Background: an optimization exercise with open tools, aiming at small area and a short achievable clock period. Do not read the settings as production practice.
No run shown here included a check of the RTL's function; only the layout flow was run.
Power is estimated from default activity; no workload was simulated.

### design/flow/config.mk
export PLATFORM = sky130hd
export DESIGN_NAME = diffeq_fu_core
export DESIGN_NICKNAME = diffeq_fu_core
export VERILOG_FILES = /design/flow/design.v
export SDC_FILE = /design/flow/constraint.sdc
export NUM_CORES = 4
export LEC_CHECK = 0
export CAP_MARGIN = 0
export CORE_MARGIN = 2
export CORE_UTILIZATION = 40
export SETUP_SLACK_MARGIN = 1.8
export SLEW_MARGIN = 0
export SYNTH_HIERARCHICAL = 1
export SYNTH_MINIMUM_KEEP_SIZE = 0
### design/flow/design.v
package diffeq_pkg;
    localparam int unsigned DEFAULT_WIDTH = 16;
    localparam logic MODE_ADD = 1'b0;
    localparam logic MODE_SUB = 1'b1;
endpackage
module diffeq_fa (
    input  logic a, b, c,
    output logic s, co
);
    assign s  = a ^ b ^ c;
    assign co = (a & b) | (a & c) | (b & c);
endmodule
module diffeq_ha (
    input  logic a, b,
    output logic s, co
);
    assign s  = a ^ b;
    assign co = a & b;
endmodule
module diffeq_xnor (
    input  logic a, b,
    output logic y
);
    assign y = ~(a ^ b);
endmodule
module diffeq_nand (
    input  logic a, b,
    output logic y
);
    assign y = ~(a & b);
endmodule
module multiplier
#(
    parameter int unsigned IN_WIDTH = diffeq_pkg::DEFAULT_WIDTH
) (
    input  logic signed [IN_WIDTH-1:0] in1,
    input  logic signed [IN_WIDTH-1:0] in2,
    output logic signed [IN_WIDTH-1:0] out,
    output logic                       ovf
);
    logic [15:0] a, b;
    logic [16:0] x, y, p;
    logic [16:1] ta, tb;
    logic        fits17;
    logic q0_0;
    logic q0_1;
    logic q0_2;
    logic q0_3;
    logic q0_4;
    logic q0_5;
    logic q0_6;
    logic q0_7;
    logic q0_8;
    logic q0_9;
    logic q0_10;
    logic q0_11;
    logic q0_12;
    logic q0_13;
    logic q0_14;
    logic q0_15;
    logic q1_0;
    logic q1_1;
    logic q1_2;
    logic q1_3;
    logic q1_4;
    logic q1_5;
    logic q1_6;
    logic q1_7;
    logic q1_8;
    logic q1_9;
    logic q1_10;
    logic q1_11;
    logic q1_12;
    logic q1_13;
    logic q1_14;
    logic q1_15;
    logic q2_0;
    logic q2_1;
    logic q2_2;
    logic q2_3;
    logic q2_4;
    logic q2_5;
    logic q2_6;
    logic q2_7;
    logic q2_8;
    logic q2_9;
    logic q2_10;
    logic q2_11;
    logic q2_12;
    logic q2_13;
    logic q2_14;
    logic q3_0;
    logic q3_1;
    logic q3_2;
    logic q3_3;
    logic q3_4;
    logic q3_5;
    logic q3_6;
    logic q3_7;
    logic q3_8;
    logic q3_9;
    logic q3_10;
    logic q3_11;
    logic q3_12;
    logic q3_13;
    logic q4_0;
    logic q4_1;
    logic q4_2;
    logic q4_3;
    logic q4_4;
    logic q4_5;
    logic q4_6;
    logic q4_7;
    logic q4_8;
    logic q4_9;
    logic q4_10;
    logic q4_11;
    logic q4_12;
    logic q5_0;
    logic q5_1;
    logic q5_2;
    logic q5_3;
    logic q5_4;
    logic q5_5;
    logic q5_6;
    logic q5_7;
    logic q5_8;
    logic q5_9;
    logic q5_10;
    logic q5_11;
    logic q6_0;
    logic q6_1;
    logic q6_2;
    logic q6_3;
    logic q6_4;
    logic q6_5;
    logic q6_6;
    logic q6_7;
    logic q6_8;
    logic q6_9;
    logic q6_10;
    logic q7_0;
    logic q7_1;
    logic q7_2;
    logic q7_3;
    logic q7_4;
    logic q7_5;
    logic q7_6;
    logic q7_7;
    logic q7_8;
    logic q7_9;
    logic q8_0;
    logic q8_1;
    logic q8_2;
    logic q8_3;
    logic q8_4;
    logic q8_5;
    logic q8_6;
    logic q8_7;
    logic q8_8;
    logic q9_0;
    logic q9_1;
    logic q9_2;
    logic q9_3;
    logic q9_4;
    logic q9_5;
    logic q9_6;
    logic q9_7;
    logic q10_0;
    logic q10_1;
    logic q10_2;
    logic q10_3;
    logic q10_4;
    logic q10_5;
    logic q10_6;
    logic q11_0;
    logic q11_1;
    logic q11_2;
    logic q11_3;
    logic q11_4;
    logic q11_5;
    logic q12_0;
    logic q12_1;
    logic q12_2;
    logic q12_3;
    logic q12_4;
    logic q13_0;
    logic q13_1;
    logic q13_2;
    logic q13_3;
    logic q14_0;
    logic q14_1;
    logic q14_2;
    logic q15_0;
    logic q15_1;
    logic s0;
    logic c0;
    logic s1;
    logic c1;
    logic s2;
    logic c2;
    logic s3;
    logic c3;
    logic s4;
    logic c4;
    logic s5;
    logic c5;
    logic s6;
    logic c6;
    logic s7;
    logic c7;
    logic s8;
    logic c8;
    logic s9;
    logic c9;
    logic s10;
    logic c10;
    logic s11;
    logic c11;
    logic s12;
    logic c12;
    logic s13;
    logic c13;
    logic s14;
    logic c14;
    logic s15;
    logic c15;
    logic s16;
    logic c16;
    logic s17;
    logic c17;
    logic s18;
    logic c18;
    logic s19;
    logic c19;
    logic s20;
    logic c20;
    logic s21;
    logic c21;
    logic s22;
    logic c22;
    logic s23;
    logic c23;
    logic s24;
    logic c24;
    logic s25;
    logic c25;
    logic s26;
    logic c26;
    logic s27;
    logic c27;
    logic s28;
    logic c28;
    logic s29;
    logic c29;
    logic s30;
    logic c30;
    logic s31;
    logic c31;
    logic s32;
    logic c32;
    logic s33;
    logic c33;
    logic s34;
    logic c34;
    logic s35;
    logic c35;
    logic s36;
    logic c36;
    logic s37;
    logic c37;
    logic s38;
    logic c38;
    logic s39;
    logic c39;
    logic s40;
    logic c40;
    logic s41;
    logic c41;
    logic s42;
    logic c42;
    logic s43;
    logic c43;
    logic s44;
    logic c44;
    logic s45;
    logic c45;
    logic s46;
    logic c46;
    logic s47;
    logic c47;
    logic s48;
    logic c48;
    logic s49;
    logic c49;
    logic s50;
    logic c50;
    logic s51;
    logic c51;
    logic s52;
    logic c52;
    logic s53;
    logic c53;
    logic s54;
    logic c54;
    logic s55;
    logic c55;
    logic s56;
    logic c56;
    logic s57;
    logic c57;
    logic s58;
    logic c58;
    logic s59;
    logic c59;
    logic s60;
    logic c60;
    logic s61;
    logic c61;
    logic s62;
    logic c62;
    logic s63;
    logic c63;
    logic s64;
    logic c64;
    logic s65;
    logic c65;
    logic s66;
    logic c66;
    logic s67;
    logic c67;
    logic s68;
    logic c68;
    logic s69;
    logic c69;
    logic s70;
    logic c70;
    logic s71;
    logic c71;
    logic s72;
    logic c72;
    logic s73;
    logic c73;
    logic s74;
    logic c74;
    logic s75;
    logic c75;
    logic s76;
    logic c76;
    logic s77;
    logic c77;
    logic s78;
    logic c78;
    logic s79;
    logic c79;
    logic s80;
    logic c80;
    logic s81;
    logic c81;
    logic s82;
    logic c82;
    logic s83;
    logic c83;
    logic s84;
    logic c84;
    logic s85;
    logic c85;
    logic s86;
    logic c86;
    logic s87;
    logic c87;
    logic s88;
    logic c88;
    logic s89;
    logic c89;
    logic s90;
    logic c90;
    logic s91;
    logic c91;
    logic s92;
    logic c92;
    logic s93;
    logic c93;
    logic s94;
    logic c94;
    logic s95;
    logic c95;
    logic s96;
    logic c96;
    logic s97;
    logic c97;
    logic s98;
    logic c98;
    logic s99;
    logic c99;
    logic s100;
    logic c100;
    logic s101;
    logic c101;
    logic s102;
    logic c102;
    logic s103;
    logic c103;
    logic s104;
    logic c104;
    logic s105;
    logic c105;
    logic s106;
    logic c106;
    logic s107;
    logic c107;
    logic s108;
    logic c108;
    logic s109;
    logic c109;
    logic s110;
    logic c110;
    logic s111;
    logic c111;
    logic s112;
    logic c112;
    logic s113;
    logic c113;
    logic s114;
    logic c114;
    logic s115;
    logic c115;
    logic s116;
    logic c116;
    logic s117;
    logic c117;
    logic s118;
    logic c118;
    logic s119;
    logic c119;
    assign a = in1;
    assign b = in2;
    diffeq_nand u_q0_0 (.a(a[0]), .b(b[0]), .y(q0_0));
    diffeq_nand u_q0_1 (.a(a[0]), .b(b[1]), .y(q0_1));
    diffeq_nand u_q0_2 (.a(a[0]), .b(b[2]), .y(q0_2));
    diffeq_nand u_q0_3 (.a(a[0]), .b(b[3]), .y(q0_3));
    diffeq_nand u_q0_4 (.a(a[0]), .b(b[4]), .y(q0_4));
    diffeq_nand u_q0_5 (.a(a[0]), .b(b[5]), .y(q0_5));
    diffeq_nand u_q0_6 (.a(a[0]), .b(b[6]), .y(q0_6));
    diffeq_nand u_q0_7 (.a(a[0]), .b(b[7]), .y(q0_7));
    diffeq_nand u_q0_8 (.a(a[0]), .b(b[8]), .y(q0_8));
    diffeq_nand u_q0_9 (.a(a[0]), .b(b[9]), .y(q0_9));
    diffeq_nand u_q0_10 (.a(a[0]), .b(b[10]), .y(q0_10));
    diffeq_nand u_q0_11 (.a(a[0]), .b(b[11]), .y(q0_11));
    diffeq_nand u_q0_12 (.a(a[0]), .b(b[12]), .y(q0_12));
    diffeq_nand u_q0_13 (.a(a[0]), .b(b[13]), .y(q0_13));
    diffeq_nand u_q0_14 (.a(a[0]), .b(b[14]), .y(q0_14));
    diffeq_nand u_q0_15 (.a(a[0]), .b(b[15]), .y(q0_15));
    diffeq_nand u_q1_0 (.a(a[1]), .b(b[0]), .y(q1_0));
    diffeq_nand u_q1_1 (.a(a[1]), .b(b[1]), .y(q1_1));
    diffeq_nand u_q1_2 (.a(a[1]), .b(b[2]), .y(q1_2));
    diffeq_nand u_q1_3 (.a(a[1]), .b(b[3]), .y(q1_3));
    diffeq_nand u_q1_4 (.a(a[1]), .b(b[4]), .y(q1_4));
    diffeq_nand u_q1_5 (.a(a[1]), .b(b[5]), .y(q1_5));
    diffeq_nand u_q1_6 (.a(a[1]), .b(b[6]), .y(q1_6));
    diffeq_nand u_q1_7 (.a(a[1]), .b(b[7]), .y(q1_7));
    diffeq_nand u_q1_8 (.a(a[1]), .b(b[8]), .y(q1_8));
    diffeq_nand u_q1_9 (.a(a[1]), .b(b[9]), .y(q1_9));
    diffeq_nand u_q1_10 (.a(a[1]), .b(b[10]), .y(q1_10));
    diffeq_nand u_q1_11 (.a(a[1]), .b(b[11]), .y(q1_11));
    diffeq_nand u_q1_12 (.a(a[1]), .b(b[12]), .y(q1_12));
    diffeq_nand u_q1_13 (.a(a[1]), .b(b[13]), .y(q1_13));
    diffeq_nand u_q1_14 (.a(a[1]), .b(b[14]), .y(q1_14));
    diffeq_nand u_q1_15 (.a(a[1]), .b(b[15]), .y(q1_15));
    diffeq_nand u_q2_0 (.a(a[2]), .b(b[0]), .y(q2_0));
    diffeq_nand u_q2_1 (.a(a[2]), .b(b[1]), .y(q2_1));
    diffeq_nand u_q2_2 (.a(a[2]), .b(b[2]), .y(q2_2));
    diffeq_nand u_q2_3 (.a(a[2]), .b(b[3]), .y(q2_3));
    diffeq_nand u_q2_4 (.a(a[2]), .b(b[4]), .y(q2_4));
    diffeq_nand u_q2_5 (.a(a[2]), .b(b[5]), .y(q2_5));
    diffeq_nand u_q2_6 (.a(a[2]), .b(b[6]), .y(q2_6));
    diffeq_nand u_q2_7 (.a(a[2]), .b(b[7]), .y(q2_7));
    diffeq_nand u_q2_8 (.a(a[2]), .b(b[8]), .y(q2_8));
    diffeq_nand u_q2_9 (.a(a[2]), .b(b[9]), .y(q2_9));
    diffeq_nand u_q2_10 (.a(a[2]), .b(b[10]), .y(q2_10));
    diffeq_nand u_q2_11 (.a(a[2]), .b(b[11]), .y(q2_11));
    diffeq_nand u_q2_12 (.a(a[2]), .b(b[12]), .y(q2_12));
    diffeq_nand u_q2_13 (.a(a[2]), .b(b[13]), .y(q2_13));
    diffeq_nand u_q2_14 (.a(a[2]), .b(b[14]), .y(q2_14));
    diffeq_nand u_q3_0 (.a(a[3]), .b(b[0]), .y(q3_0));
    diffeq_nand u_q3_1 (.a(a[3]), .b(b[1]), .y(q3_1));
    diffeq_nand u_q3_2 (.a(a[3]), .b(b[2]), .y(q3_2));
    diffeq_nand u_q3_3 (.a(a[3]), .b(b[3]), .y(q3_3));
    diffeq_nand u_q3_4 (.a(a[3]), .b(b[4]), .y(q3_4));
    diffeq_nand u_q3_5 (.a(a[3]), .b(b[5]), .y(q3_5));
    diffeq_nand u_q3_6 (.a(a[3]), .b(b[6]), .y(q3_6));
    diffeq_nand u_q3_7 (.a(a[3]), .b(b[7]), .y(q3_7));
    diffeq_nand u_q3_8 (.a(a[3]), .b(b[8]), .y(q3_8));
    diffeq_nand u_q3_9 (.a(a[3]), .b(b[9]), .y(q3_9));
    diffeq_nand u_q3_10 (.a(a[3]), .b(b[10]), .y(q3_10));
    diffeq_nand u_q3_11 (.a(a[3]), .b(b[11]), .y(q3_11));
    diffeq_nand u_q3_12 (.a(a[3]), .b(b[12]), .y(q3_12));
    diffeq_nand u_q3_13 (.a(a[3]), .b(b[13]), .y(q3_13));
    diffeq_nand u_q4_0 (.a(a[4]), .b(b[0]), .y(q4_0));
    diffeq_nand u_q4_1 (.a(a[4]), .b(b[1]), .y(q4_1));
    diffeq_nand u_q4_2 (.a(a[4]), .b(b[2]), .y(q4_2));
    diffeq_nand u_q4_3 (.a(a[4]), .b(b[3]), .y(q4_3));
    diffeq_nand u_q4_4 (.a(a[4]), .b(b[4]), .y(q4_4));
    diffeq_nand u_q4_5 (.a(a[4]), .b(b[5]), .y(q4_5));
    diffeq_nand u_q4_6 (.a(a[4]), .b(b[6]), .y(q4_6));
    diffeq_nand u_q4_7 (.a(a[4]), .b(b[7]), .y(q4_7));
    diffeq_nand u_q4_8 (.a(a[4]), .b(b[8]), .y(q4_8));
    diffeq_nand u_q4_9 (.a(a[4]), .b(b[9]), .y(q4_9));
    diffeq_nand u_q4_10 (.a(a[4]), .b(b[10]), .y(q4_10));
    diffeq_nand u_q4_11 (.a(a[4]), .b(b[11]), .y(q4_11));
    diffeq_nand u_q4_12 (.a(a[4]), .b(b[12]), .y(q4_12));
    diffeq_nand u_q5_0 (.a(a[5]), .b(b[0]), .y(q5_0));
    diffeq_nand u_q5_1 (.a(a[5]), .b(b[1]), .y(q5_1));
    diffeq_nand u_q5_2 (.a(a[5]), .b(b[2]), .y(q5_2));
    diffeq_nand u_q5_3 (.a(a[5]), .b(b[3]), .y(q5_3));
    diffeq_nand u_q5_4 (.a(a[5]), .b(b[4]), .y(q5_4));
    diffeq_nand u_q5_5 (.a(a[5]), .b(b[5]), .y(q5_5));
    diffeq_nand u_q5_6 (.a(a[5]), .b(b[6]), .y(q5_6));
    diffeq_nand u_q5_7 (.a(a[5]), .b(b[7]), .y(q5_7));
    diffeq_nand u_q5_8 (.a(a[5]), .b(b[8]), .y(q5_8));
    diffeq_nand u_q5_9 (.a(a[5]), .b(b[9]), .y(q5_9));
    diffeq_nand u_q5_10 (.a(a[5]), .b(b[10]), .y(q5_10));
    diffeq_nand u_q5_11 (.a(a[5]), .b(b[11]), .y(q5_11));
    diffeq_nand u_q6_0 (.a(a[6]), .b(b[0]), .y(q6_0));
    diffeq_nand u_q6_1 (.a(a[6]), .b(b[1]), .y(q6_1));
    diffeq_nand u_q6_2 (.a(a[6]), .b(b[2]), .y(q6_2));
    diffeq_nand u_q6_3 (.a(a[6]), .b(b[3]), .y(q6_3));
    diffeq_nand u_q6_4 (.a(a[6]), .b(b[4]), .y(q6_4));
    diffeq_nand u_q6_5 (.a(a[6]), .b(b[5]), .y(q6_5));
    diffeq_nand u_q6_6 (.a(a[6]), .b(b[6]), .y(q6_6));
    diffeq_nand u_q6_7 (.a(a[6]), .b(b[7]), .y(q6_7));
    diffeq_nand u_q6_8 (.a(a[6]), .b(b[8]), .y(q6_8));
    diffeq_nand u_q6_9 (.a(a[6]), .b(b[9]), .y(q6_9));
    diffeq_nand u_q6_10 (.a(a[6]), .b(b[10]), .y(q6_10));
    diffeq_nand u_q7_0 (.a(a[7]), .b(b[0]), .y(q7_0));
    diffeq_nand u_q7_1 (.a(a[7]), .b(b[1]), .y(q7_1));
    diffeq_nand u_q7_2 (.a(a[7]), .b(b[2]), .y(q7_2));
    diffeq_nand u_q7_3 (.a(a[7]), .b(b[3]), .y(q7_3));
    diffeq_nand u_q7_4 (.a(a[7]), .b(b[4]), .y(q7_4));
    diffeq_nand u_q7_5 (.a(a[7]), .b(b[5]), .y(q7_5));
    diffeq_nand u_q7_6 (.a(a[7]), .b(b[6]), .y(q7_6));
    diffeq_nand u_q7_7 (.a(a[7]), .b(b[7]), .y(q7_7));
    diffeq_nand u_q7_8 (.a(a[7]), .b(b[8]), .y(q7_8));
    diffeq_nand u_q7_9 (.a(a[7]), .b(b[9]), .y(q7_9));
    diffeq_nand u_q8_0 (.a(a[8]), .b(b[0]), .y(q8_0));
    diffeq_nand u_q8_1 (.a(a[8]), .b(b[1]), .y(q8_1));
    diffeq_nand u_q8_2 (.a(a[8]), .b(b[2]), .y(q8_2));
    diffeq_nand u_q8_3 (.a(a[8]), .b(b[3]), .y(q8_3));
    diffeq_nand u_q8_4 (.a(a[8]), .b(b[4]), .y(q8_4));
    diffeq_nand u_q8_5 (.a(a[8]), .b(b[5]), .y(q8_5));
    diffeq_nand u_q8_6 (.a(a[8]), .b(b[6]), .y(q8_6));
    diffeq_nand u_q8_7 (.a(a[8]), .b(b[7]), .y(q8_7));
    diffeq_nand u_q8_8 (.a(a[8]), .b(b[8]), .y(q8_8));
    diffeq_nand u_q9_0 (.a(a[9]), .b(b[0]), .y(q9_0));
    diffeq_nand u_q9_1 (.a(a[9]), .b(b[1]), .y(q9_1));
    diffeq_nand u_q9_2 (.a(a[9]), .b(b[2]), .y(q9_2));
    diffeq_nand u_q9_3 (.a(a[9]), .b(b[3]), .y(q9_3));
    diffeq_nand u_q9_4 (.a(a[9]), .b(b[4]), .y(q9_4));
    diffeq_nand u_q9_5 (.a(a[9]), .b(b[5]), .y(q9_5));
    diffeq_nand u_q9_6 (.a(a[9]), .b(b[6]), .y(q9_6));
    diffeq_nand u_q9_7 (.a(a[9]), .b(b[7]), .y(q9_7));
    diffeq_nand u_q10_0 (.a(a[10]), .b(b[0]), .y(q10_0));
    diffeq_nand u_q10_1 (.a(a[10]), .b(b[1]), .y(q10_1));
    diffeq_nand u_q10_2 (.a(a[10]), .b(b[2]), .y(q10_2));
    diffeq_nand u_q10_3 (.a(a[10]), .b(b[3]), .y(q10_3));
    diffeq_nand u_q10_4 (.a(a[10]), .b(b[4]), .y(q10_4));
    diffeq_nand u_q10_5 (.a(a[10]), .b(b[5]), .y(q10_5));
    diffeq_nand u_q10_6 (.a(a[10]), .b(b[6]), .y(q10_6));
    diffeq_nand u_q11_0 (.a(a[11]), .b(b[0]), .y(q11_0));
    diffeq_nand u_q11_1 (.a(a[11]), .b(b[1]), .y(q11_1));
    diffeq_nand u_q11_2 (.a(a[11]), .b(b[2]), .y(q11_2));
    diffeq_nand u_q11_3 (.a(a[11]), .b(b[3]), .y(q11_3));
    diffeq_nand u_q11_4 (.a(a[11]), .b(b[4]), .y(q11_4));
    diffeq_nand u_q11_5 (.a(a[11]), .b(b[5]), .y(q11_5));
    diffeq_nand u_q12_0 (.a(a[12]), .b(b[0]), .y(q12_0));
    diffeq_nand u_q12_1 (.a(a[12]), .b(b[1]), .y(q12_1));
    diffeq_nand u_q12_2 (.a(a[12]), .b(b[2]), .y(q12_2));
    diffeq_nand u_q12_3 (.a(a[12]), .b(b[3]), .y(q12_3));
    diffeq_nand u_q12_4 (.a(a[12]), .b(b[4]), .y(q12_4));
    diffeq_nand u_q13_0 (.a(a[13]), .b(b[0]), .y(q13_0));
    diffeq_nand u_q13_1 (.a(a[13]), .b(b[1]), .y(q13_1));
    diffeq_nand u_q13_2 (.a(a[13]), .b(b[2]), .y(q13_2));
    diffeq_nand u_q13_3 (.a(a[13]), .b(b[3]), .y(q13_3));
    diffeq_nand u_q14_0 (.a(a[14]), .b(b[0]), .y(q14_0));
    diffeq_nand u_q14_1 (.a(a[14]), .b(b[1]), .y(q14_1));
    diffeq_nand u_q14_2 (.a(a[14]), .b(b[2]), .y(q14_2));
    diffeq_nand u_q15_0 (.a(a[15]), .b(b[0]), .y(q15_0));
    diffeq_nand u_q15_1 (.a(a[15]), .b(b[1]), .y(q15_1));
    diffeq_xnor u_hx1 (.a(q0_13), .b(q1_12), .y(s0));
    assign c0 = q0_13 | q1_12;
    diffeq_fa u_fa2 (.a(q0_14), .b(q1_13), .c(q2_12), .s(s1), .co(c1));
    diffeq_xnor u_hx3 (.a(q3_11), .b(q4_10), .y(s2));
    assign c2 = q3_11 | q4_10;
    diffeq_fa u_fa4 (.a(q0_15), .b(q1_14), .c(q2_13), .s(s3), .co(c3));
    diffeq_fa u_fa5 (.a(q3_12), .b(q4_11), .c(q5_10), .s(s4), .co(c4));
    diffeq_xnor u_hx6 (.a(q6_9), .b(q7_8), .y(s5));
    assign c5 = q6_9 | q7_8;
    diffeq_fa u_fa7 (.a(q1_15), .b(q2_14), .c(q3_13), .s(s6), .co(c6));
    diffeq_fa u_fa8 (.a(q4_12), .b(q5_11), .c(q6_10), .s(s7), .co(c7));
    diffeq_fa u_fa9 (.a(q7_9), .b(q8_8), .c(q9_7), .s(s8), .co(c8));
    diffeq_xnor u_hx10 (.a(q10_6), .b(q11_5), .y(s9));
    assign c9 = q10_6 | q11_5;
    diffeq_xnor u_hx11 (.a(q0_9), .b(q1_8), .y(s10));
    assign c10 = q0_9 | q1_8;
    diffeq_fa u_fa12 (.a(q0_10), .b(q1_9), .c(q2_8), .s(s11), .co(c11));
    diffeq_xnor u_hx13 (.a(q3_7), .b(q4_6), .y(s12));
    assign c12 = q3_7 | q4_6;
    diffeq_fa u_fa14 (.a(q0_11), .b(q1_10), .c(q2_9), .s(s13), .co(c13));
    diffeq_fa u_fa15 (.a(q3_8), .b(q4_7), .c(q5_6), .s(s14), .co(c14));
    diffeq_xnor u_hx16 (.a(q6_5), .b(q7_4), .y(s15));
    assign c15 = q6_5 | q7_4;
    diffeq_fa u_fa17 (.a(q0_12), .b(q1_11), .c(q2_10), .s(s16), .co(c16));
    diffeq_fa u_fa18 (.a(q3_9), .b(q4_8), .c(q5_7), .s(s17), .co(c17));
    diffeq_fa u_fa19 (.a(q6_6), .b(q7_5), .c(q8_4), .s(s18), .co(c18));
    diffeq_xnor u_hx20 (.a(q9_3), .b(q10_2), .y(s19));
    assign c19 = q9_3 | q10_2;
    diffeq_fa u_fa21 (.a(q2_11), .b(q3_10), .c(q4_9), .s(s20), .co(c20));
    diffeq_fa u_fa22 (.a(q5_8), .b(q6_7), .c(q7_6), .s(s21), .co(c21));
    diffeq_fa u_fa23 (.a(q8_5), .b(q9_4), .c(q10_3), .s(s22), .co(c22));
    diffeq_fa u_fa24 (.a(q11_2), .b(q12_1), .c(q13_0), .s(s23), .co(c23));
    diffeq_fa u_fa25 (.a(q5_9), .b(q6_8), .c(q7_7), .s(s24), .co(c24));
    diffeq_fa u_fa26 (.a(q8_6), .b(q9_5), .c(q10_4), .s(s25), .co(c25));
    diffeq_fa u_fa27 (.a(q11_3), .b(q12_2), .c(q13_1), .s(s26), .co(c26));
    diffeq_fa u_fa28 (.a(q14_0), .b(c0), .c(s2), .s(s27), .co(c27));
    diffeq_fa u_fa29 (.a(q8_7), .b(q9_6), .c(q10_5), .s(s28), .co(c28));
    diffeq_fa u_fa30 (.a(q11_4), .b(q12_3), .c(q13_2), .s(s29), .co(c29));
    diffeq_fa u_fa31 (.a(q14_1), .b(q15_0), .c(c2), .s(s30), .co(c30));
    diffeq_fa u_fa32 (.a(s5), .b(c1), .c(s3), .s(s31), .co(c31));
    diffeq_fa u_fa33 (.a(q12_4), .b(q13_3), .c(q14_2), .s(s32), .co(c32));
    diffeq_fa u_fa34 (.a(q15_1), .b(q15_0), .c(q0_15), .s(s33), .co(c33));
    diffeq_fa u_fa35 (.a(c5), .b(s9), .c(c3), .s(s34), .co(c34));
    diffeq_fa u_fa36 (.a(c4), .b(s6), .c(s7), .s(s35), .co(c35));
    diffeq_xnor u_hx37 (.a(q0_6), .b(q1_5), .y(s36));
    assign c36 = q0_6 | q1_5;
    diffeq_fa u_fa38 (.a(q0_7), .b(q1_6), .c(q2_5), .s(s37), .co(c37));
    diffeq_xnor u_hx39 (.a(q3_4), .b(q4_3), .y(s38));
    assign c38 = q3_4 | q4_3;
    diffeq_fa u_fa40 (.a(q0_8), .b(q1_7), .c(q2_6), .s(s39), .co(c39));
    diffeq_fa u_fa41 (.a(q3_5), .b(q4_4), .c(q5_3), .s(s40), .co(c40));
    diffeq_xnor u_hx42 (.a(q6_2), .b(q7_1), .y(s41));
    assign c41 = q6_2 | q7_1;
    diffeq_fa u_fa43 (.a(q2_7), .b(q3_6), .c(q4_5), .s(s42), .co(c42));
    diffeq_fa u_fa44 (.a(q5_4), .b(q6_3), .c(q7_2), .s(s43), .co(c43));
    diffeq_fa u_fa45 (.a(q8_1), .b(q9_0), .c(s10), .s(s44), .co(c44));
    diffeq_fa u_fa46 (.a(q5_5), .b(q6_4), .c(q7_3), .s(s45), .co(c45));
    diffeq_fa u_fa47 (.a(q8_2), .b(q9_1), .c(q10_0), .s(s46), .co(c46));
    diffeq_fa u_fa48 (.a(c10), .b(s12), .c(s11), .s(s47), .co(c47));
    diffeq_fa u_fa49 (.a(q8_3), .b(q9_2), .c(q10_1), .s(s48), .co(c48));
    diffeq_fa u_fa50 (.a(q11_0), .b(c12), .c(s15), .s(s49), .co(c49));
    diffeq_fa u_fa51 (.a(c11), .b(s13), .c(s14), .s(s50), .co(c50));
    diffeq_fa u_fa52 (.a(q11_1), .b(q12_0), .c(c15), .s(s51), .co(c51));
    diffeq_fa u_fa53 (.a(s19), .b(c13), .c(c14), .s(s52), .co(c52));
    diffeq_fa u_fa54 (.a(s16), .b(s17), .c(s18), .s(s53), .co(c53));
    diffeq_fa u_fa55 (.a(c19), .b(s0), .c(c16), .s(s54), .co(c54));
    diffeq_fa u_fa56 (.a(c17), .b(c18), .c(s20), .s(s55), .co(c55));
    diffeq_fa u_fa57 (.a(s21), .b(s22), .c(s23), .s(s56), .co(c56));
    diffeq_fa u_fa58 (.a(c20), .b(c21), .c(c22), .s(s57), .co(c57));
    diffeq_fa u_fa59 (.a(c23), .b(s24), .c(s25), .s(s58), .co(c58));
    diffeq_fa u_fa60 (.a(s26), .b(s1), .c(s27), .s(s59), .co(c59));
    diffeq_fa u_fa61 (.a(c24), .b(c25), .c(c26), .s(s60), .co(c60));
    diffeq_fa u_fa62 (.a(s28), .b(s29), .c(s4), .s(s61), .co(c61));
    diffeq_fa u_fa63 (.a(c27), .b(s30), .c(s31), .s(s62), .co(c62));
    diffeq_fa u_fa64 (.a(c28), .b(c29), .c(s32), .s(s63), .co(c63));
    diffeq_fa u_fa65 (.a(s33), .b(s8), .c(c30), .s(s64), .co(c64));
    diffeq_fa u_fa66 (.a(c31), .b(s34), .c(s35), .s(s65), .co(c65));
    diffeq_xnor u_hx67 (.a(q0_4), .b(q1_3), .y(s66));
    assign c66 = q0_4 | q1_3;
    diffeq_fa u_fa68 (.a(q0_5), .b(q1_4), .c(q2_3), .s(s67), .co(c67));
    diffeq_xnor u_hx69 (.a(q3_2), .b(q4_1), .y(s68));
    assign c68 = q3_2 | q4_1;
    diffeq_fa u_fa70 (.a(q2_4), .b(q3_3), .c(q4_2), .s(s69), .co(c69));
    diffeq_fa u_fa71 (.a(q5_1), .b(q6_0), .c(s36), .s(s70), .co(c70));
    diffeq_fa u_fa72 (.a(q5_2), .b(q6_1), .c(q7_0), .s(s71), .co(c71));
    diffeq_fa u_fa73 (.a(c36), .b(s38), .c(s37), .s(s72), .co(c72));
    diffeq_fa u_fa74 (.a(q8_0), .b(c38), .c(s41), .s(s73), .co(c73));
    diffeq_fa u_fa75 (.a(c37), .b(s39), .c(s40), .s(s74), .co(c74));
    diffeq_fa u_fa76 (.a(c41), .b(c39), .c(c40), .s(s75), .co(c75));
    diffeq_fa u_fa77 (.a(s42), .b(s43), .c(s44), .s(s76), .co(c76));
    diffeq_fa u_fa78 (.a(c42), .b(c43), .c(s45), .s(s77), .co(c77));
    diffeq_fa u_fa79 (.a(s46), .b(c44), .c(s47), .s(s78), .co(c78));
    diffeq_fa u_fa80 (.a(c45), .b(c46), .c(s48), .s(s79), .co(c79));
    diffeq_fa u_fa81 (.a(s49), .b(c47), .c(s50), .s(s80), .co(c80));
    diffeq_fa u_fa82 (.a(c48), .b(c49), .c(s51), .s(s81), .co(c81));
    diffeq_fa u_fa83 (.a(c50), .b(s52), .c(s53), .s(s82), .co(c82));
    diffeq_fa u_fa84 (.a(c51), .b(c52), .c(c53), .s(s83), .co(c83));
    diffeq_fa u_fa85 (.a(s54), .b(s55), .c(s56), .s(s84), .co(c84));
    diffeq_fa u_fa86 (.a(c54), .b(c55), .c(c56), .s(s85), .co(c85));
    diffeq_fa u_fa87 (.a(s57), .b(s58), .c(s59), .s(s86), .co(c86));
    diffeq_fa u_fa88 (.a(c57), .b(c58), .c(s60), .s(s87), .co(c87));
    diffeq_fa u_fa89 (.a(s61), .b(c59), .c(s62), .s(s88), .co(c88));
    diffeq_fa u_fa90 (.a(c60), .b(c61), .c(s63), .s(s89), .co(c89));
    diffeq_fa u_fa91 (.a(s64), .b(c62), .c(s65), .s(s90), .co(c90));
    diffeq_xnor u_hx92 (.a(q0_3), .b(q1_2), .y(s91));
    assign c91 = q0_3 | q1_2;
    diffeq_fa u_fa93 (.a(q2_2), .b(q3_1), .c(q4_0), .s(s92), .co(c92));
    diffeq_fa u_fa94 (.a(q5_0), .b(c66), .c(s68), .s(s93), .co(c93));
    diffeq_fa u_fa95 (.a(c68), .b(c67), .c(s69), .s(s94), .co(c94));
    diffeq_fa u_fa96 (.a(c69), .b(s71), .c(c70), .s(s95), .co(c95));
    diffeq_fa u_fa97 (.a(c71), .b(s73), .c(c72), .s(s96), .co(c96));
    diffeq_fa u_fa98 (.a(c73), .b(c74), .c(s75), .s(s97), .co(c97));
    diffeq_fa u_fa99 (.a(c75), .b(s77), .c(c76), .s(s98), .co(c98));
    diffeq_fa u_fa100 (.a(c77), .b(s79), .c(c78), .s(s99), .co(c99));
    diffeq_fa u_fa101 (.a(c79), .b(s81), .c(c80), .s(s100), .co(c100));
    diffeq_fa u_fa102 (.a(c81), .b(c82), .c(s83), .s(s101), .co(c101));
    diffeq_fa u_fa103 (.a(c83), .b(c84), .c(s85), .s(s102), .co(c102));
    diffeq_fa u_fa104 (.a(c85), .b(s87), .c(c86), .s(s103), .co(c103));
    diffeq_fa u_fa105 (.a(c87), .b(s89), .c(c88), .s(s104), .co(c104));
    diffeq_xnor u_hx106 (.a(q0_2), .b(q1_1), .y(s105));
    assign c105 = q0_2 | q1_1;
    diffeq_fa u_fa107 (.a(q2_1), .b(q3_0), .c(s91), .s(s106), .co(c106));
    diffeq_fa u_fa108 (.a(c91), .b(s66), .c(s92), .s(s107), .co(c107));
    diffeq_fa u_fa109 (.a(c92), .b(s67), .c(s93), .s(s108), .co(c108));
    diffeq_fa u_fa110 (.a(c93), .b(s70), .c(s94), .s(s109), .co(c109));
    diffeq_fa u_fa111 (.a(c94), .b(s72), .c(s95), .s(s110), .co(c110));
    diffeq_fa u_fa112 (.a(s74), .b(c95), .c(s96), .s(s111), .co(c111));
    diffeq_fa u_fa113 (.a(s76), .b(c96), .c(s97), .s(s112), .co(c112));
    diffeq_fa u_fa114 (.a(c97), .b(s78), .c(s98), .s(s113), .co(c113));
    diffeq_fa u_fa115 (.a(s80), .b(c98), .c(s99), .s(s114), .co(c114));
    diffeq_fa u_fa116 (.a(s82), .b(c99), .c(s100), .s(s115), .co(c115));
    diffeq_fa u_fa117 (.a(s84), .b(c100), .c(s101), .s(s116), .co(c116));
    diffeq_fa u_fa118 (.a(s86), .b(c101), .c(s102), .s(s117), .co(c117));
    diffeq_fa u_fa119 (.a(c102), .b(s88), .c(s103), .s(s118), .co(c118));
    diffeq_fa u_fa120 (.a(s90), .b(c103), .c(s104), .s(s119), .co(c119));
    assign x = {c118, c117, c116, c115, c114, c113, c112, c111, c110, c109, c108, c107, c106, c105, s105, q0_1, q0_0};
    assign y = {s119, s118, s117, s116, s115, s114, s113, s112, s111, s110, s109, s108, s107, s106, q2_0, q1_0, 1'b1};
    assign p = ~(x + y + 17'd1);
    assign out = p[15:0];
    assign ta[16] = 1'b1;
    assign tb[16] = 1'b1;
    genvar k;
    for (k = 1; k < 16; k++) begin : g_fit
        assign ta[k] = ta[k+1] & (a[k-1] == a[15]);
        assign tb[k] = tb[k+1] & (b[k-1] == b[15]);
    end
    assign fits17 = ta[2] | tb[2] | (ta[3] & tb[15]) | (ta[4] & tb[14]) | (ta[5] & tb[13]) | (ta[6] & tb[12]) | (ta[7] & tb[11]) | (ta[8] & tb[10]) | (ta[9] & tb[9]) | (ta[10] & tb[8]) | (ta[11] & tb[7]) | (ta[12] & tb[6]) | (ta[13] & tb[5]) | (ta[14] & tb[4]) | (ta[15] & tb[3]);
    assign ovf = !fits17 || (p[16] != p[15]);
endmodule
module adder_subtractor
#(
    parameter int unsigned WIDTH = diffeq_pkg::DEFAULT_WIDTH
) (
    input  logic signed [WIDTH-1:0] in1,
    input  logic signed [WIDTH-1:0] in2,
    input  logic                    mode,
    output logic signed [WIDTH-1:0] out,
    output logic                    ovf
);
    localparam int unsigned B1 = 6;
    localparam int unsigned B2 = 11;
    logic             sub;
    logic [WIDTH-1:0] a, b;
    logic [B1:0]      cl;
    logic [WIDTH-1:B1] s0, s1;
    logic [WIDTH:B1]   c0, c1;
    logic             cm;
    assign sub = (mode == diffeq_pkg::MODE_SUB);
    assign a   = in1;
    assign b   = in2 ^ {WIDTH{sub}};
    assign cl[0] = sub;
    for (genvar i = 0; i < B1; i++) begin : g_lo
        diffeq_fa u_fa (.a(a[i]), .b(b[i]), .c(cl[i]), .s(out[i]), .co(cl[i+1]));
    end
    for (genvar i = B1; i < WIDTH; i++) begin : g_hi
        if (i == B1 || i == B2) begin : g_first
            diffeq_ha   u_h0 (.a(a[i]), .b(b[i]), .s(s0[i]), .co(c0[i+1]));
            diffeq_xnor u_h1 (.a(a[i]), .b(b[i]), .y(s1[i]));
            assign c1[i+1] = a[i] | b[i];
        end else begin : g_rest
            diffeq_fa u_f0 (.a(a[i]), .b(b[i]), .c(c0[i]), .s(s0[i]), .co(c0[i+1]));
            diffeq_fa u_f1 (.a(a[i]), .b(b[i]), .c(c1[i]), .s(s1[i]), .co(c1[i+1]));
        end
    end
    assign c0[B1] = 1'b0;
    assign c1[B1] = 1'b1;
    assign cm            = cl[B1] ? c1[B2] : c0[B2];
    assign out[B2-1:B1]  = cl[B1] ? s1[B2-1:B1] : s0[B2-1:B1];
    assign out[WIDTH-1:B2] = cm ? s1[WIDTH-1:B2] : s0[WIDTH-1:B2];
    assign ovf = (a[WIDTH-1] == b[WIDTH-1]) && (out[WIDTH-1] != a[WIDTH-1]);
endmodule
module diffeq_fu_core
#(
    parameter int unsigned WIDTH = diffeq_pkg::DEFAULT_WIDTH
) (
    input  logic                    clk,
    input  logic                    reset,
    input  logic                    en,
    input  logic signed [WIDTH-1:0] v1,
    input  logic signed [WIDTH-1:0] v2,
    input  logic signed [WIDTH-1:0] v3,
    input  logic signed [WIDTH-1:0] v4,
    input  logic signed [WIDTH-1:0] v5,
    input  logic signed [WIDTH-1:0] v6,
    input  logic                    mode,
    output logic signed [WIDTH-1:0] w1,
    output logic signed [WIDTH-1:0] w2,
    output logic signed [WIDTH-1:0] w3,
    output logic signed [WIDTH-1:0] r1,
    output logic signed [WIDTH-1:0] r2,
    output logic signed [WIDTH-1:0] r3,
    output logic                    ovf1,
    output logic                    ovf2,
    output logic                    ovf3,
    output logic                    valid
);
    logic m1_ovf, m2_ovf, a1_ovf;
    logic signed [WIDTH-1:0] r1_d, r1_q;
    logic signed [WIDTH-1:0] r2_d, r2_q;
    logic signed [WIDTH-1:0] r3_d, r3_q;
    logic                    ovf1_d, ovf1_q;
    logic                    ovf2_d, ovf2_q;
    logic                    ovf3_d, ovf3_q;
    logic                    valid_d, valid_q;
    multiplier #(.IN_WIDTH(WIDTH)) u_m1 (
        .in1 (v1),
        .in2 (v2),
        .out (w1),
        .ovf (m1_ovf)
    );
    multiplier #(.IN_WIDTH(WIDTH)) u_m2 (
        .in1 (v3),
        .in2 (v4),
        .out (w2),
        .ovf (m2_ovf)
    );
    adder_subtractor #(.WIDTH(WIDTH)) u_a1 (
        .in1  (v5),
        .in2  (v6),
        .mode (mode),
        .out  (w3),
        .ovf  (a1_ovf)
    );
    always_comb begin
        r1_d    = r1_q;
        r2_d    = r2_q;
        r3_d    = r3_q;
        ovf1_d  = ovf1_q;
        ovf2_d  = ovf2_q;
        ovf3_d  = ovf3_q;
        valid_d = 1'b0;
        if (en) begin
            r1_d    = w1;
            r2_d    = w2;
            r3_d    = w3;
            ovf1_d  = m1_ovf;
            ovf2_d  = m2_ovf;
            ovf3_d  = a1_ovf;
            valid_d = 1'b1;
        end
    end
    always_ff @(posedge clk or posedge reset) begin
        if (reset) begin
            r1_q    <= '0;
            r2_q    <= '0;
            r3_q    <= '0;
            ovf1_q  <= 1'b0;
            ovf2_q  <= 1'b0;
            ovf3_q  <= 1'b0;
            valid_q <= 1'b0;
        end else begin
            r1_q    <= r1_d;
            r2_q    <= r2_d;
            r3_q    <= r3_d;
            ovf1_q  <= ovf1_d;
            ovf2_q  <= ovf2_d;
            ovf3_q  <= ovf3_d;
            valid_q <= valid_d;
        end
    end
    assign r1    = r1_q;
    assign r2    = r2_q;
    assign r3    = r3_q;
    assign ovf1  = ovf1_q;
    assign ovf2  = ovf2_q;
    assign ovf3  = ovf3_q;
    assign valid = valid_q;
endmodule
### design/flow/constraint.sdc
create_clock -name core_clock -period 10.0 [get_ports {clk}]
set_input_delay 2.0000 -clock core_clock [delete_from_list [all_inputs] [get_ports {clk}]]
set_output_delay 2.0000 -clock core_clock [all_outputs]
set_load 0.01 [all_outputs]
### design/flow/flow/run.sh
#!/bin/bash
# The standard layout (standard.sh) with two changes:
#  - the port buffers are the smallest buffer cell, sky130_fd_sc_hd__buf_1;
#  - before floorplanning, flow/downsize.tcl gives each combinational cell its smallest
#    drive strength, so that timing repair upsizes only the cells that need it.
export BUFFER_PORTS_ARGS="-buffer_cell sky130_fd_sc_hd__buf_1"
export PRE_FLOORPLAN_TCL="$PWD/flow/downsize.tcl"
bash standard.sh > standard_run.log 2>&1
### design/flow/flow/downsize.tcl
# Before floorplanning: give every combinational cell the smallest drive strength of its
# function; the timing repair later upsizes only the cells that need it.
set n 0
foreach inst [get_cells *] {
  set m [get_property $inst ref_name]
  if { ![regexp {^(sky130_fd_sc_hd__[a-z0-9]+)_([0-9]+)$} $m -> base sz] } { continue }
  if { [regexp {df|dl|sdf|edf|conb|fa$|ha$|tap|fill|decap|clkbuf|buf$|bufbuf|dly|clkinv} $base] } { continue }
  set best $m
  set best_area [get_property [get_lib_cells */$m] area]
  foreach alt [get_lib_cells */${base}_*] {
    set an [get_name $alt]
    if { ![regexp "^${base}_\[0-9\]+\$" $an] } { continue }
    if { [get_property $alt dont_use] } { continue }
    set a [get_property $alt area]
    if { $a < $best_area } { set best $an; set best_area $a }
  }
  if { $best ne $m } {
    replace_cell $inst $best
    incr n
  }
}
puts "downsize.tcl: resized $n instances to their smallest drive"
### design/flow/standard.sh
#!/bin/bash
# synth_recipe.tcl (not shown) runs the flow's synth.tcl, then flattens the netlist and writes it again
# the make line also repeats each setting of config.mk as NAME=value (left out here)
make -C /OpenROAD-flow-scripts/flow DESIGN_CONFIG=/design/flow/config.mk WORK_HOME=/design/flow/orfs CLKGATE_MAP_FILE= SYNTH_SCRIPT=/design/flow/synth_recipe.tcl "${@:-finish}"
==> metrics.md, run 1 <==
| Metric | Value |
|---|---|
| # hold bufs at CTS | 0 |
| Final setup viols | 0 |
| Crit-path cells | clkbuf_4 -> nand2_1 -> or2_2 -> fa_1 -> fa_1 -> fa_1 -> fa_1 -> fa_1 -> ha_2 -> xor2_1 -> buf_4 -> o41ai_4 -> nor2_2 -> clkbuf_2 |
| Num Clock Sinks | 52 |
| Hold Crit Start | r2_q[13]$_DFFE_PP0P_ |
| TNS Setup | 0 ns |
| P_leak | 0.004632 µW |
| RD Place Congestion | 0.8357 |
| Initial DRT Pass Iterations | 6 |
| Hold Crit Class | flip-flop to flip-flop |
| Vias | 8877 |
| First-pass GRT wire length | 49090 µm |
| DRT antenna net count | 0 |
| H-tree Lvls | 2 |
| Kind of critical path | input pin to primary output |
| Total power | between 4000 and 5000 µW |
| GR Overflow Total | 0 |
| Startpoint types | input pin |
| FP Rows | 60 |
| Slew Viols, Final | 0 |
| CP max stage cell | fa_1 |
| Buf/Inv on CP | 3 |
| Port bufs | just under 200 |
| Fin nets | 1643 |
| Drt total wl | 30330 µm |
| Int Pwr | 2217 µW |
| Yosys warning count | 7 |
| VDD IR-drop max | between 200 and 300 µV |
| Detailed Route Iter0 Violations | 529 |
| CP required | 8.00 ns |
| Drc violations | 0 |
| Proportion of layout cells with a drive suffix above 1 | a little under an eighth |
| CP peak stage delay | roughly 0.54 ns |
| Clk_skew | 0 ns |
| Post-Syn Instances | 1079 |
| Max cap viols | 0 |
| CTS tree | yes |
| Worst r2r src | r3_q[15]$_DFFE_PP0P_ |
| Most common cell after layout, fill and taps aside | nand2_1 |
| CTS root buffer | clkbuf_16 |
| Final hold violation count | 0 |
| Total GRT Usage | 21.36% |
| Pwr Density | 366.3 mW/mm² |
| Reg power frac | 7.5% |
| Synth Net Count | 1445 |
| Initial antenna violation count | 0 |
| P_sw | 2380 µW |
| Critical path startpoint | v2[12] |
| Die span in x | 169.2 µm |
| Io pins | 200 |
| Comb power frac | 88.2% |
| CTS clk-pin slew, worst paths | 0.06 ns |
| CP most frequent cell | fa_1 |
| DP HPWL | between 20000 and 25000 µm |
| Post-route minimum period | 8.136 ns |
| Slew margin rel. | 42.05% |
| Largest net degree at the start of global routing | 53 |
| Clock Latency Late Sink | 0.28 ns |
| Cell family with most CP delay | adder cells |
| Fin crit share | 81.36% |
| RSZ-0062 raised after global routing | true |
| Die Span Y | between 150 and 200 µm |
| Outcome | timing/DRC/antenna clean |
| Longest Clk Path Bufs | 2 |
| Max Fanout on Critical Path | 9 |
| Least-Margin Pin Slew | 0.8665 ns |
| Core area | 0.02688 mm² |
| CP arrival | 6.14 ns |
| Worst setup EP type | primary output |
| WL/cell | 18.73 µm |
| Commonest non-fill, non-tap cells in the layout | 325 x nand2_1, 233 x fa_1, 136 x buf_1, 52 x dfrtp_1, 51 x mux2_1 |
| Cts bufs inserted | 5 |
| Starting Density | 40.60% |
| Via/cell ratio | 5.483 |
| Net Sw Frac | between 50% and 60% |
| Antenna diodes | 0 |
| Die area | 0.02861 mm² |
| Final-layout fill cell count | 2556 |
| Max Freq | ~0.12 GHz |
| Clk pwr share | 4.3% |
| Vias in the first global route | 9346 |
-- power by group through the flow --
stage          Sequential [µW]  Combinational (µW)  Clock, µW
2_1_floorplan              387                2470          0
3_3_place_gp               344                3480          0
3_5_place_dp               349                3550          0
4_1_cts                    344                3660        207
5_1_grt                    354                4500        215
6_report                   344                4050        200
-- state kept, by name, indices dropped and copies added (netlist names) --
register,cells
r2_q,16
r3_q,16
valid_q,1
ovf1_q,1
r1_q,16
ovf2_q,1
ovf3_q,1
-- metrics by stage --
| step | std cells | setup WS (ns) | hold slack [ns] | utilization [%] | area [µm²] |
|---|---|---|---|---|---|
| final | 1619 | 1.864 | 0.4831 | 46.69 | 12550 |
| after global routing | 1619 | 1.680 | 0.4968 | 46.69 | 12550 |
| after CTS | 1618 | 1.749 | 0.4884 | 45.73 | 12290 |
| after detailed placement | 1609 | 1.211 | 0.4728 | 44.49 | 11960 |
| after global placement | 1609 | 1.279 | 0.4652 | 44.49 | 11960 |
| after floorplan | 1079 | 2.401 | 0.5288 | - | 10910 |
-- layout make-up --
cell class                 instances  area [µm²]  share of cell area, %
multi-input combinational        995        9545                  76.06
sequential                        52        1301                  10.37
timing repair buffer             208        1042                  8.305
tap                              341       426.7                  3.400
clock buffer                       6       138.9                  1.107
inverter                          15       56.30                 0.4487
clock inverter                     2       38.79                 0.3091
-- final timing paths --
path,endpoint,slack [ns],cells after the start
max in group asynchronous,r2_q[15]$_DFFE_PP0P_,7.69,3
min,r2_q[13]$_DFFE_PP0P_,0.48,1
min reg2reg,r2_q[13]$_DFFE_PP0P_,0.48,1
max,w1[15],1.86,14
max reg2reg,r3_q[15]$_DFFE_PP0P_,9.21,1
min in group asynchronous,r1_q[1]$_DFFE_PP0P_,1.87,3
-- routing by layer --
metal,GRT usage [%],part of all wire (%),up-vias
met5,0,0,-
met4,4.199,1.1,0
li1,-,-,3989
met2,35.78,48,334
met1,29.91,45,4530
met3,2.985,6.0,24
-- timing repair --
item                                    4_1_cts  5_1_grt
resized for setup                           116       73
endpoints found under the setup margin       14       11
buffers inserted                              1        1
endpoints found under the hold margin         0        0
pin swaps                                     1        7
==> inputs of run 2 (changes only) <==
--- a/design/flow/design.v
+++ b/design/flow/design.v
@@ -723,7 +723,110 @@
     diffeq_fa u_fa120 (.a(s90), .b(c103), .c(s104), .s(s119), .co(c119));
     assign x = {c118, c117, c116, c115, c114, c113, c112, c111, c110, c109, c108, c107, c106, c105, s105, q0_1, q0_0};
     assign y = {s119, s118, s117, s116, s115, s114, s113, s112, s111, s110, s109, s108, s107, s106, q2_0, q1_0, 1'b1};
-    assign p = ~(x + y + 17'd1);
+    logic [16:0] fg, fp, cy;
+    assign fg = x & y;
+    assign fp = x ^ y;
+    logic pg0, pp0;
+    assign pg0 = fg[1] | (fp[1] & (fg[0] | fp[0]));
+    assign pp0 = fp[1] & fp[0];
+    logic pg1, pp1;
+    assign pg1 = fg[3] | (fp[3] & fg[2]);
+    assign pp1 = fp[3] & fp[2];
+    logic pg2, pp2;
+    assign pg2 = fg[5] | (fp[5] & fg[4]);
+    assign pp2 = fp[5] & fp[4];
+    logic pg3, pp3;
+    assign pg3 = fg[7] | (fp[7] & fg[6]);
+    assign pp3 = fp[7] & fp[6];
+    logic pg4, pp4;
+    assign pg4 = fg[9] | (fp[9] & fg[8]);
+    assign pp4 = fp[9] & fp[8];
+    logic pg5, pp5;
+    assign pg5 = fg[11] | (fp[11] & fg[10]);
+    assign pp5 = fp[11] & fp[10];
+    logic pg6, pp6;
+    assign pg6 = fg[13] | (fp[13] & fg[12]);
+    assign pp6 = fp[13] & fp[12];
+    logic pg7, pp7;
+    assign pg7 = fg[15] | (fp[15] & fg[14]);
+    assign pp7 = fp[15] & fp[14];
+    logic pg8, pp8;
+    assign pg8 = fg[2] | (fp[2] & pg0);
+    assign pp8 = fp[2] & pp0;
+    logic pg9, pp9;
+    assign pg9 = pg1 | (pp1 & pg0);
+    assign pp9 = pp1 & pp0;
+    logic pg10, pp10;
+    assign pg10 = fg[6] | (fp[6] & pg2);
+    assign pp10 = fp[6] & pp2;
+    logic pg11, pp11;
+    assign pg11 = pg3 | (pp3 & pg2);
+    assign pp11 = pp3 & pp2;
+    logic pg12, pp12;
+    assign pg12 = fg[10] | (fp[10] & pg4);
+    assign pp12 = fp[10] & pp4;
+    logic pg13, pp13;
+    assign pg13 = pg5 | (pp5 & pg4);
+    assign pp13 = pp5 & pp4;
+    logic pg14, pp14;
+    assign pg14 = fg[14] | (fp[14] & pg6);
+    assign pp14 = fp[14] & pp6;
+    logic pg15, pp15;
+    assign pg15 = pg7 | (pp7 & pg6);
+    assign pp15 = pp7 & pp6;
+    logic pg16, pp16;
+    assign pg16 = fg[4] | (fp[4] & pg9);
+    assign pp16 = fp[4] & pp9;
+    logic pg17, pp17;
+    assign pg17 = pg2 | (pp2 & pg9);
+    assign pp17 = pp2 & pp9;
+    logic pg18, pp18;
+    assign pg18 = pg10 | (pp10 & pg9);
+    assign pp18 = pp10 & pp9;
+    logic pg19, pp19;
+    assign pg19 = pg11 | (pp11 & pg9);
+    assign pp19 = pp11 & pp9;
+    logic pg20, pp20;
+    assign pg20 = fg[12] | (fp[12] & pg13);
+    assign pp20 = fp[12] & pp13;
+    logic pg21, pp21;
+    assign pg21 = pg6 | (pp6 & pg13);
+    assign pp21 = pp6 & pp13;
+    logic pg22, pp22;
+    assign pg22 = pg14 | (pp14 & pg13);
+    assign pp22 = pp14 & pp13;
+    logic pg23, pp23;
+    assign pg23 = pg15 | (pp15 & pg13);
+    assign pp23 = pp15 & pp13;
+    logic pg24, pp24;
+    assign pg24 = fg[8] | (fp[8] & pg19);
+    assign pp24 = fp[8] & pp19;
+    logic pg25, pp25;
+    assign pg25 = pg4 | (pp4 & pg19);
+    assign pp25 = pp4 & pp19;
+    logic pg26, pp26;
+    assign pg26 = pg12 | (pp12 & pg19);
+    assign pp26 = pp12 & pp19;
+    logic pg27, pp27;
+    assign pg27 = pg13 | (pp13 & pg19);
+    assign pp27 = pp13 & pp19;
+    logic pg28, pp28;
+    assign pg28 = pg20 | (pp20 & pg19);
+    assign pp28 = pp20 & pp19;
+    logic pg29, pp29;
+    assign pg29 = pg21 | (pp21 & pg19);
+    assign pp29 = pp21 & pp19;
+    logic pg30, pp30;
+    assign pg30 = pg22 | (pp22 & pg19);
+    assign pp30 = pp22 & pp19;
+    logic pg31, pp31;
+    assign pg31 = pg23 | (pp23 & pg19);
+    assign pp31 = pp23 & pp19;
+    logic pg32, pp32;
+    assign pg32 = fg[16] | (fp[16] & pg31);
+    assign pp32 = fp[16] & pp31;
+    assign cy = {pg31, pg30, pg29, pg28, pg27, pg26, pg25, pg24, pg19, pg18, pg17, pg16, pg9, pg8, pg0, (fg[0] | fp[0]), 1'b1};
+    assign p = ~(fp ^ cy);
     assign out = p[15:0];
     assign ta[16] = 1'b1;
     assign tb[16] = 1'b1;
==> run 2 against run 1 <==
Sequential share of layout area rose by 0.064 points. Die area is 1.1% lower. Highest routed layer unchanged. Worst setup slack better by 0.069 ns. Design area is 0.62% lower. Total power decreased by 13%. Maximum frequency is 0.86% higher. Sequential power hardly changed. Clock skew unchanged. Combinational power down 15%. Still clean.
==> metrics.md, run 2 <==
| Metric | Value |
|---|---|
| Final-layout fill cell count | around 2500 |
| CTS root buffer | clkbuf_16 |
| Die area | 0.02829 mm² |
| Startpoint types | input pin |
| Least-Margin Pin Slew | 0.8047 ns |
| Drt total wl | 30310 µm |
| M1 GR Usage | 30.80% |
| RSZ-0062 raised after global routing | false |
| Detailed Route Iter0 Violations | 498 |
| Slew margin rel. | 46.35% |
| RD Place Congestion | 0.9053 |
| Max cap viols | 0 |
| # hold bufs at CTS | 0 |
| Kind of critical path | input pin to primary output |
| GR Overflow Total | 0 |
| Yosys warning count | 7 |
| Initial DRT Pass Iterations | 7 |
| CP arrival | 6.07 ns |
| Max Freq | roughly 0.12 GHz |
| CTS tree | yes |
| Starting Density | 40.35% |
| Total GRT Usage | between 20% and 30% |
| Pwr Density | 321.8 mW/mm² |
| Via/cell ratio | around 5.4 |
| Commonest non-fill, non-tap cells in the layout | 319 x nand2_1, 237 x fa_1, 153 x buf_1, 52 x dfrtp_1, 51 x mux2_1 |
| H-tree Lvls | 2 |
| FP Rows | 60 |
| Met2 GRT Util | 36.29% |
| CP required | 8.00 ns |
| Longest Clk Path Bufs | 2 |
| Post-route minimum period | 8.066 ns |
| Port bufs | between 150 and 200 |
| Worst setup EP type | primary output |
| Final Instance Count excl. Fillers | 1628 |
| Io pins | 200 |
| P_leak | 0.004657 µW |
| Vias | between 8000 and 9000 |
| Clock Latency Late Sink | 0.29 ns |
| DRT antenna net count | 0 |
| Slew Viols, Final | 0 |
| Fin nets | 1656 |
| Cts bufs inserted | 5 |
| TNS Setup | 0 ns |
| Initial antenna violation count | 1 |
| Die Span Y | 168.2 µm |
| DP HPWL | roughly 23000 µm |
| Sequential cell area | 0.001301 mm² |
| Pre-CTS WS | 1.219 ns |
| Area of the multi-input gates | just over 0.009 mm² |
| Cell count after placement | around 1600 |
| GRT Max-Usage Layer | met2 |
| Final setup viols | 0 |
| Num Clock Sinks | 52 |
| WL/cell | roughly 19 µm |
| Final hold violation count | 0 |
| Antenna diodes | 0 |
| Clk_skew | 0 ns |
| Biggest regs | r1_q: 16 flops, r2_q: 16 flops, r3_q: 16 flops |
| Post-Syn Instances | 1057 |
| Outcome | timing/DRC/antenna clean |
| VDD IR-drop max | 378.0 µV |
| Proportion of layout cells with a drive suffix above 1 | 11.73% |
| CTS clk-pin slew, worst paths | 0.08 ns |
| Core area | 0.02673 mm² |
| Fin worst setup slack | 1.934 ns |
| Vias in the first global route | between 9000 and 10000 |
| Worst Hold Margin | between 0.4 and 0.5 ns |
| Max Fanout on Critical Path | 13 |
| Fin crit share | between 80% and 90% |
| Drc violations | 0 |
| Hold Crit Class | flip-flop to flip-flop |
| GR Layer Usage met3 | 3.409% |
| Synth Net Count | roughly 1400 |
| First-pass GRT wire length | between 40000 and 50000 µm |
| Die span in x | 168.2 µm |
| Largest net degree at the start of global routing | 53 |
| Most common cell after layout, fill and taps aside | nand2_1 |
[run 2: metal layers]
| metal | vias to the layer above | part of all wire (%) |
|---|---|---|
| met3 | 32 | 6.5 |
| met2 | 333 | 47 |
| met5 | - | 0 |
| met1 | 4441 | 45 |
| met4 | 0 | 1.5 |
| li1 | 3924 | - |
[run 2: metrics by stage]
step	area, µm²	utilization, %	power, µW
3_3_place_gp	11960	44.73	3495
3_5_place_dp	11960	44.73	3553
5_1_grt	12470	46.67	4416
2_1_floorplan	10780	-	2508
6_report	12470	46.67	4013
4_1_cts	12250	45.82	3860
[run 2: area by class of cell]
| cell class | count | share of cell area [%] |
|---|---|---|
| clock buffer | 5 | 1.003 |
| clock inverter | 3 | 0.3712 |
| inverter | 29 | 0.8728 |
| multi-input combinational | 961 | 74.49 |
| sequential | 52 | 10.43 |
| tap | 341 | 3.421 |
| timing repair buffer | 237 | 9.410 |
[run 2: where the power goes]
group	switching [µW]	internal, µW	total, µW
clock	105	120	225
sequential	36.8	307	344
combinational	1990	1460	3440
[run 2: worst paths after layout]
check                                           from                   end  slack [ns]  cells past startpoint
worst min register to register   r2_q[3]$_DFFE_PP0P_   r2_q[3]$_DFFE_PP0P_        0.49                      1
min in group asynchronous                      reset   r2_q[6]$_DFFE_PP0P_        1.87                      3
max in group asynchronous                      reset   r1_q[1]$_DFFE_PP0P_        7.60                      3
worst max-delay path                           v3[8]                w2[15]        1.93                     13
worst min-delay path             r2_q[3]$_DFFE_PP0P_   r2_q[3]$_DFFE_PP0P_        0.49                      1
worst max register to register  r1_q[10]$_DFFE_PP0P_  r1_q[10]$_DFFE_PP0P_        9.20                      1
[run 2: repair_timing]
action	in CTS	in global routing
setup endpoints to repair	12	12
pin swaps	1	5
setup buffers	4	13
resized for setup	55	44
[run 2: worst max-delay path, stage by stage]
cell	delay [ns]
buf_2	0.29
nand2_1	0.11
fa_1	0.51
fa_1	0.43
fa_1	0.40
fa_1	0.54
fa_1	0.45
ha_1	0.36
a21o_1	0.20
a21oi_2	0.20
o21ai_1	0.11
xnor2_1	0.25
buf_2	0.21
==> inputs of run 3 (changes only) <==
--- a/design/flow/flow/run.sh
+++ b/design/flow/flow/run.sh
@@ -5,4 +5,5 @@
 #    drive strength, so that timing repair upsizes only the cells that need it.
 export BUFFER_PORTS_ARGS="-buffer_cell sky130_fd_sc_hd__buf_1"
 export PRE_FLOORPLAN_TCL="$PWD/flow/downsize.tcl"
+export SETUP_MOVE_SEQUENCE="unbuffer,sizeup,swap"
 bash standard.sh > standard_run.log 2>&1
==> run 3 against run 2 <==
Total power shrank 3.9%. Via count fell by 0.71%. Critical path depth is 1 higher. First-iteration DRC count grew 0.80%. Sequential power hardly changed. Global-route usage decreased by 0.056 points. Critical path type unchanged.
==> metrics.md, run 3 <==
| Metric | Value |
|---|---|
| CTS tree | yes |
| Total GRT Usage | 21.88% |
| H-tree Lvls | 2 |
| Yosys warning count | 7 |
| Hold Crit Start | r1_q[2]$_DFFE_PP0P_ |
| Biggest regs | r1_q: 16 flops, r2_q: 16 flops, r3_q: 16 flops |
| Post-route minimum period | 8.130 ns |
| Clk_skew | 0 ns |
| Commonest non-fill, non-tap cells in the layout | 318 x nand2_1, 235 x fa_1, 154 x buf_1, 52 x dfrtp_1, 51 x mux2_1 |
| Fin nets | between 1500 and 2000 |
| FP Rows | 60 |
| Outcome | timing/DRC/antenna clean |
| WL/cell | 18.67 µm |
| TNS Setup | 0 ns |
| Final setup viols | 0 |
| Num Clock Sinks | 52 |
| Initial antenna violation count | 1 |
| Least-Margin Pin Slew | 0.8142 ns |
| RD Place Congestion | around 0.91 |
| Die area | 0.02829 mm² |
| GR Overflow Total | 0 |
| CTS clk-pin slew, worst paths | 0.08 ns |
| Hold Crit Class | flip-flop to flip-flop |
| Io pins | 200 |
| Detailed Route Iter0 Violations | 502 |
| Port bufs | 199 |
| Longest Clk Path Bufs | 2 |
| Most common cell after layout, fill and taps aside | nand2_1 |
| Antenna diodes | 0 |
| Die Span Y | 168.2 µm |
| Synth Net Count | 1427 |
| Slew margin rel. | 45.72% |
| Fin crit share | a little over 80% |
| DRT antenna net count | 0 |
| Largest net degree at the start of global routing | 53 |
| Max Fanout on Critical Path | 17 |
| Die span in x | 168.2 µm |
| Core area | 0.02673 mm² |
| Pre-CTS WS | 1.219 ns |
| RSZ-0062 raised after global routing | true |
| Total power | 3857 µW |
| Startpoint types | input pin |
| Placement-stage cell area | 0.01196 mm² |
| Worst r2r src | r1_q[10]$_DFFE_PP0P_ |
| Final hold violation count | 0 |
| Starting Density | 40.35% |
| Proportion of layout cells with a drive suffix above 1 | 10.31% |
| Pwr Density | 313.5 mW/mm² |
| P_leak | about 0.0046 µW |
| CP arrival | 6.13 ns |
| Fin worst setup slack | 1.870 ns |
| Vias in the first global route | 9041 |
| Max Freq | about 0.12 GHz |
| Post-Syn Instances | about 1100 |
| Drt total wl | about 30000 µm |
| Worst setup EP type | primary output |
| CP required | about 8 ns |
| Slew Viols, Final | 0 |
| Cts bufs inserted | 5 |
| Critical path startpoint | v3[3] |
| Via/cell ratio | 5.381 |
| Vias | 8668 |
| VDD IR-drop max | 377.8 µV |
| First-pass GRT wire length | slightly below 50000 µm |
| DP HPWL | 23220 µm |
| Initial DRT Pass Iterations | 5 |
| Kind of critical path | input pin to primary output |
| Post-route cell area | 0.01230 mm² |
| Drc violations | 0 |
| CTS root buffer | clkbuf_16 |
| Max cap viols | 0 |
| Clock Latency Late Sink | 0.29 ns |
[run 3: power breakdown]
part / total [µW] / internal, µW / switching, µW
Sequential: 344 / 307 / 36.8
Combinational: 3290 / 1350 / 1940
Clock: 223 / 120 / 103
Total: 3860 / 1780 / 2080
[run 3: final cells by class]
class / instances / area [µm²]
well taps: 341 / 426.7
repair buffers: 220 / 1023
clock buffers: 5 / 125.1
multi-input cells: 961 / 9271
inverters: 29 / 108.9
flip-flops and latches: 52 / 1301
fillers: 2572 / 14420
clock inverters: 3 / 46.29
[run 3: per-stage QoR]
stage	hold WS [ns]	instances	utilization, %
after floorplan	0.5288	1057	-
final	0.4883	1611	46.03
after global routing	0.5082	1611	46.03
after detailed placement	0.4729	1603	44.73
after CTS	0.4934	1611	45.80
after global placement	0.4662	1603	44.73
[run 3: path summary, 6_finish.rpt]
kind / slack, ns / cells after the start / end
worst max-delay path: 1.87 / 14 / w2[15]
worst min-delay path: 0.49 / 1 / r1_q[2]$_DFFE_PP0P_
worst max register to register: 9.20 / 1 / r1_q[10]$_DFFE_PP0P_
worst min register to register: 0.49 / 1 / r1_q[2]$_DFFE_PP0P_
max in group asynchronous: 7.60 / 3 / r1_q[1]$_DFFE_PP0P_
min in group asynchronous: 1.87 / 3 / r2_q[6]$_DFFE_PP0P_
[run 3: worst max-delay path, stage by stage]
cell,delay (ns)
buf_1,0.09
buf_6,0.19
nand2_1,0.10
fa_1,0.56
fa_1,0.43
fa_1,0.40
fa_1,0.54
fa_1,0.45
ha_1,0.36
a21o_1,0.20
a21oi_2,0.20
o21ai_0,0.13
xnor2_1,0.25
buf_2,0.21
[run 3: routing by layer]
layer | wire length [µm] | GRT usage (%) | up-vias
met3 | 2021 | 3.409 | 37
met1 | 13510 | 30.71 | 4416
met4 | 510 | 4.648 | 0
li1 | - | - | 3897
met2 | 14040 | 36.20 | 318
met5 | 0 | 0 | -
[run 3: what timing repair did]
action / 4_1_cts / 5_1_grt
setup endpoints to repair: 12 / 12
resized for setup: 61 / 28
setup buffers: 0 / 0
pin swaps: 5 / 10
hold buffers: 0 / 0

[static timing again, ports no longer ideal]
The results above use ideal ports. As a check the final layouts listed here were re-extracted and re-timed, cells and wires unchanged. Step 1, drivers: a clkbuf_16 drives clk and a buf_2 each remaining input, both assumed. Step 2 adds t to the input delays and takes it off the output delays; t is the mean of the earliest and latest rising clock arrival at the registers after step 1. Input paths then give back, and output paths get back, about the clock's delay inside the block. Slacks: ideal ports / drivers / drivers and shift; pairs: ideal ports / drivers.
run | shift t [ns] | slack for setup (ns) | worst setup path after step 2 | worst register clock-pin slew, ns
run 1 | 0.324 | 1.864 / 1.837 / 1.837 | input to output | 0.07 / 0.07
run 2 | 0.350 | 1.934 / 1.912 / 1.912 | input to output | 0.10 / 0.10
run 3 | 0.350 | 1.870 / 1.848 / 1.848 | input to output | 0.10 / 0.10
After both steps every run listed still meets setup and hold. The setup slack of run 1, which loses most, moves by -0.027 ns with the drivers and by -0.027 ns with both steps.
